Context: an optimization exercise on an open-source flow, tuned for small area. The choices shown serve that exercise and are no tape-out recipe.
Only simulation tests tie the RTL to the original design; equivalence was not proved.
Power is estimated from default activity; no workload was simulated.

## run a
// tcpcRegisterFile
module tcpcRegisterFile
(
	input  logic        CLK,
	input  logic        reset,
	input  logic        req_i,
	input  logic        rnw_i,
	input  logic [7:0]  addr_i,
	input  logic [15:0] wrData_i,
	input  logic [15:0] vendorId_i,
	input  logic [15:0] productId_i,
	input  logic [15:0] deviceId_i,
	input  logic [7:0]  ccStatus_i,
	input  logic [7:0]  powerStatus_i,
	output logic        ack_o,
	output logic [15:0] rdData_o,
	output logic [7:0]  roleControl_o,
	output logic [7:0]  powerControl_o,
	output logic [7:0]  transmit_o
);
	logic wr, rd;
	assign wr = req_i & ~rnw_i;
	assign rd = req_i & rnw_i & ~reset;
	logic [15:0] lo;
	logic [7:0]  hi, wrHi, rdHi;
	assign lo   = 16'(1) << addr_i[3:0];
	assign hi   = addr_i[7] ? 8'h00 : (8'(1) << addr_i[6:4]);
	assign wrHi = hi & {8{wr}};
	logic [15:0] loW;
	logic [7:0]  hiW;
	assign loW = lo | {16{reset}};
	assign hiW = wrHi | {8{reset}};
	assign rdHi = hi & {8{rd}};
	logic [15:0] wd0, wd1;
	assign wd0 = wrData_i & {16{~reset}};
	assign wd1 = wrData_i | {16{reset}};
	logic [15:0] alert, alert_nx;
	logic alert_en;
	assign alert_en = hiW[1] & loW[0];
	tcpcHoldMux #(.W(8)) u_alert_0 (.en_i(alert_en), .hold_i(~alert_en), .d_i({wd0[7], wd0[6], wd0[5], wd0[4], wd0[3], wd0[2], wd0[1], wd0[0]}), .q_i(alert[7:0]), .nx_o(alert_nx[7:0]));
	tcpcHoldMux #(.W(8)) u_alert_1 (.en_i(alert_en), .hold_i(~alert_en), .d_i({wd0[15], wd0[14], wd0[13], wd0[12], wd0[11], wd0[10], wd0[9], wd0[8]}), .q_i(alert[15:8]), .nx_o(alert_nx[15:8]));
	always_ff @(posedge CLK)
		alert <= alert_nx;
	logic [15:0] alertMask, alertMask_nx;
	logic alertMask_en;
	assign alertMask_en = hiW[1] & loW[2];
	tcpcHoldMux #(.W(8)) u_alertMask_0 (.en_i(alertMask_en), .hold_i(~alertMask_en), .d_i({wd1[7], wd1[6], wd1[5], wd1[4], wd1[3], wd1[2], wd1[1], wd1[0]}), .q_i(alertMask[7:0]), .nx_o(alertMask_nx[7:0]));
	tcpcHoldMux #(.W(8)) u_alertMask_1 (.en_i(alertMask_en), .hold_i(~alertMask_en), .d_i({wd0[15], wd0[14], wd0[13], wd0[12], wd1[11], wd1[10], wd1[9], wd1[8]}), .q_i(alertMask[15:8]), .nx_o(alertMask_nx[15:8]));
	always_ff @(posedge CLK)
		alertMask <= alertMask_nx;
	logic [15:0] vbusSinkDisc, vbusSinkDisc_nx;
	logic vbusSinkDisc_en;
	assign vbusSinkDisc_en = hiW[7] & loW[2];
  ...
Size in the first run: about 450 flip-flops, roughly 130 I/O pins, roughly 0.017 mm^2 of cells after synthesis.
clock: 5.0 ns
lec_check: 0
cap_margin: 5
core_margin: 2
core_utilization: 70
slew_margin: 5
synth_hierarchical: 1
synth_minimum_keep_size: 0
standard.sh (not shown) runs the stock make flow with config.mk's settings and CLKGATE_MAP_FILE= SYNTH_SCRIPT=/design/flow/synth_recipe.tcl, a recipe that flattens the netlist after the stock synthesis.
==> flow/flow/run.sh <==
#!/bin/bash
# The standard layout (the standard.sh, unchanged synthesis) with two knobs:
# ports are buffered with the smallest buffer, and clock tree synthesis uses
# clkbuf_8 sink clusters without dummy loads. All output goes to flow.log here;
# ORFS keeps each step's own log under orfs/logs/.
set -euo pipefail
cd "$(dirname "$0")/.."
bash standard.sh \
	"BUFFER_PORTS_ARGS=-buffer_cell sky130_fd_sc_hd__buf_1" \
	"CTS_ARGS=-sink_clustering_enable -repair_clock_nets -dont_use_dummy_load -buf_list sky130_fd_sc_hd__clkbuf_8 -sink_clustering_size 16 -sink_clustering_max_diameter 60" \
	finish > flow.log 2>&1
#### Input delta (run b over run a)
Settings: setting GPL_TIMING_DRIVEN to 0 for the first time; changing CAP_MARGIN from 5 to 20; changing SLEW_MARGIN from 5 to 20.
==> flow/flow/run.sh <==
#!/bin/bash
# The standard layout (the standard.sh, unchanged synthesis) with three knobs:
# ports are buffered with the smallest buffer; global placement is not
# timing-driven and removes synthesis buffers first (flow/pre_gpl.tcl); clock
# tree synthesis uses clkbuf_8 sink clusters without dummy loads.
# All output goes to flow.log here; ORFS keeps each step's own log under orfs/logs/.
set -euo pipefail
cd "$(dirname "$0")/.."
bash standard.sh \
	"BUFFER_PORTS_ARGS=-buffer_cell sky130_fd_sc_hd__buf_1" \
	"PRE_GLOBAL_PLACE_TCL=$PWD/flow/pre_gpl.tcl" \
	"CTS_ARGS=-sink_clustering_enable -repair_clock_nets -dont_use_dummy_load -buf_list sky130_fd_sc_hd__clkbuf_8 -sink_clustering_size 16 -sink_clustering_max_diameter 60" \
	finish > flow.log 2>&1
==> flow/flow/pre_gpl.tcl (new file) <==
# Global placement runs without timing-driven mode here; drop synthesis's
# buffers first, as the timing-driven standard flow does, and let the
# post-placement repair add only the buffers the design rules call for.
remove_buffers
Notes after the runs:
- In the tables for run b and run a, maximum frequency reads lower with run b.
- Between run b and run a, it is run b whose sequential power share is lower, by 0.5 points.
- Re number of input and output port buffers inserted: no difference whatsoever between run b and run a.
- Against run a, run b comes in 150 um^2 higher on summed area of non-filler cells in the final layout.
- Taking run a as the reference point, the wire length reported by the detailed router of run b falls by about 3%.


Setup of alpha:
Starting RTL as in the previous note.
Settings: LEC_CHECK=0, CAP_MARGIN=20, CORE_MARGIN=2, CORE_UTILIZATION=70, SLEW_MARGIN=20, SYNTH_HIERARCHICAL=1, SYNTH_MINIMUM_KEEP_SIZE=0; clock period 5.0 ns.
==> flow/flow/run.sh <==
#!/bin/bash
# The standard layout (the standard.sh, unchanged synthesis) with two knobs:
# ports are buffered with the smallest buffer, and clock tree synthesis uses
# clkbuf_8 sink clusters without dummy loads. All output goes to flow.log here;
# ORFS keeps each step's own log under orfs/logs/.
set -euo pipefail
cd "$(dirname "$0")/.."
bash standard.sh \
	"BUFFER_PORTS_ARGS=-buffer_cell sky130_fd_sc_hd__buf_1" \
	"CTS_ARGS=-sink_clustering_enable -repair_clock_nets -dont_use_dummy_load -buf_list sky130_fd_sc_hd__clkbuf_8 -sink_clustering_size 16 -sink_clustering_max_diameter 60" \
	finish > flow.log 2>&1
Looking at the reports, alpha completed the entire flow and the layout it produced met the timing, DRC and antenna checks.
[inputs] beta vs alpha
Settings: changing CAP_MARGIN from 20 to 10; changing SLEW_MARGIN from 20 to 10; changing CORE_UTILIZATION from 70 to 80.
--- outcome ---
On post-layout worst setup margin, the lower figure sits with beta, not alpha.
Count of fill cells added during filler insertion in beta is 30% below alpha.
Looking at beta and alpha, the power is a wash.
From alpha to beta the numbers moved as follows: worst hold slack across all endpoints barely changed, cell area dropped 88 µm².

[re-timing with driven ports]
No port has a modelled driver above. Below, the same layouts with a new extraction and two added sets of constraints. Step 1, drivers: a clkbuf_16 drives CLK and a buf_2 each remaining input, both assumed. Step 2 also shifts input and output timing later by t, the mid clock arrival at the registers, as if the neighbouring blocks saw the same clock. a / b / c = ideal ports / drivers / drivers and shift; a / b = the first two.
run	t, ns	slack for setup (ns)	clock arrival spread, ns	worst slew at a driven data input, ns
run a	0.574	1.401 / 1.393 / 0.820	0.073 / 0.073	0.06
run b	0.590	0.570 / 0.595 / 0.005	0.060 / 0.060	0.07
alpha	0.576	1.375 / 1.368 / 0.793	0.067 / 0.067	0.06
beta	0.591	1.226 / 1.224 / 0.632	0.034 / 0.035	0.06
After both steps every run listed still meets setup and hold. The setup slack of beta, which loses most, moves by -0.002 ns with the drivers and by -0.594 ns with both steps.
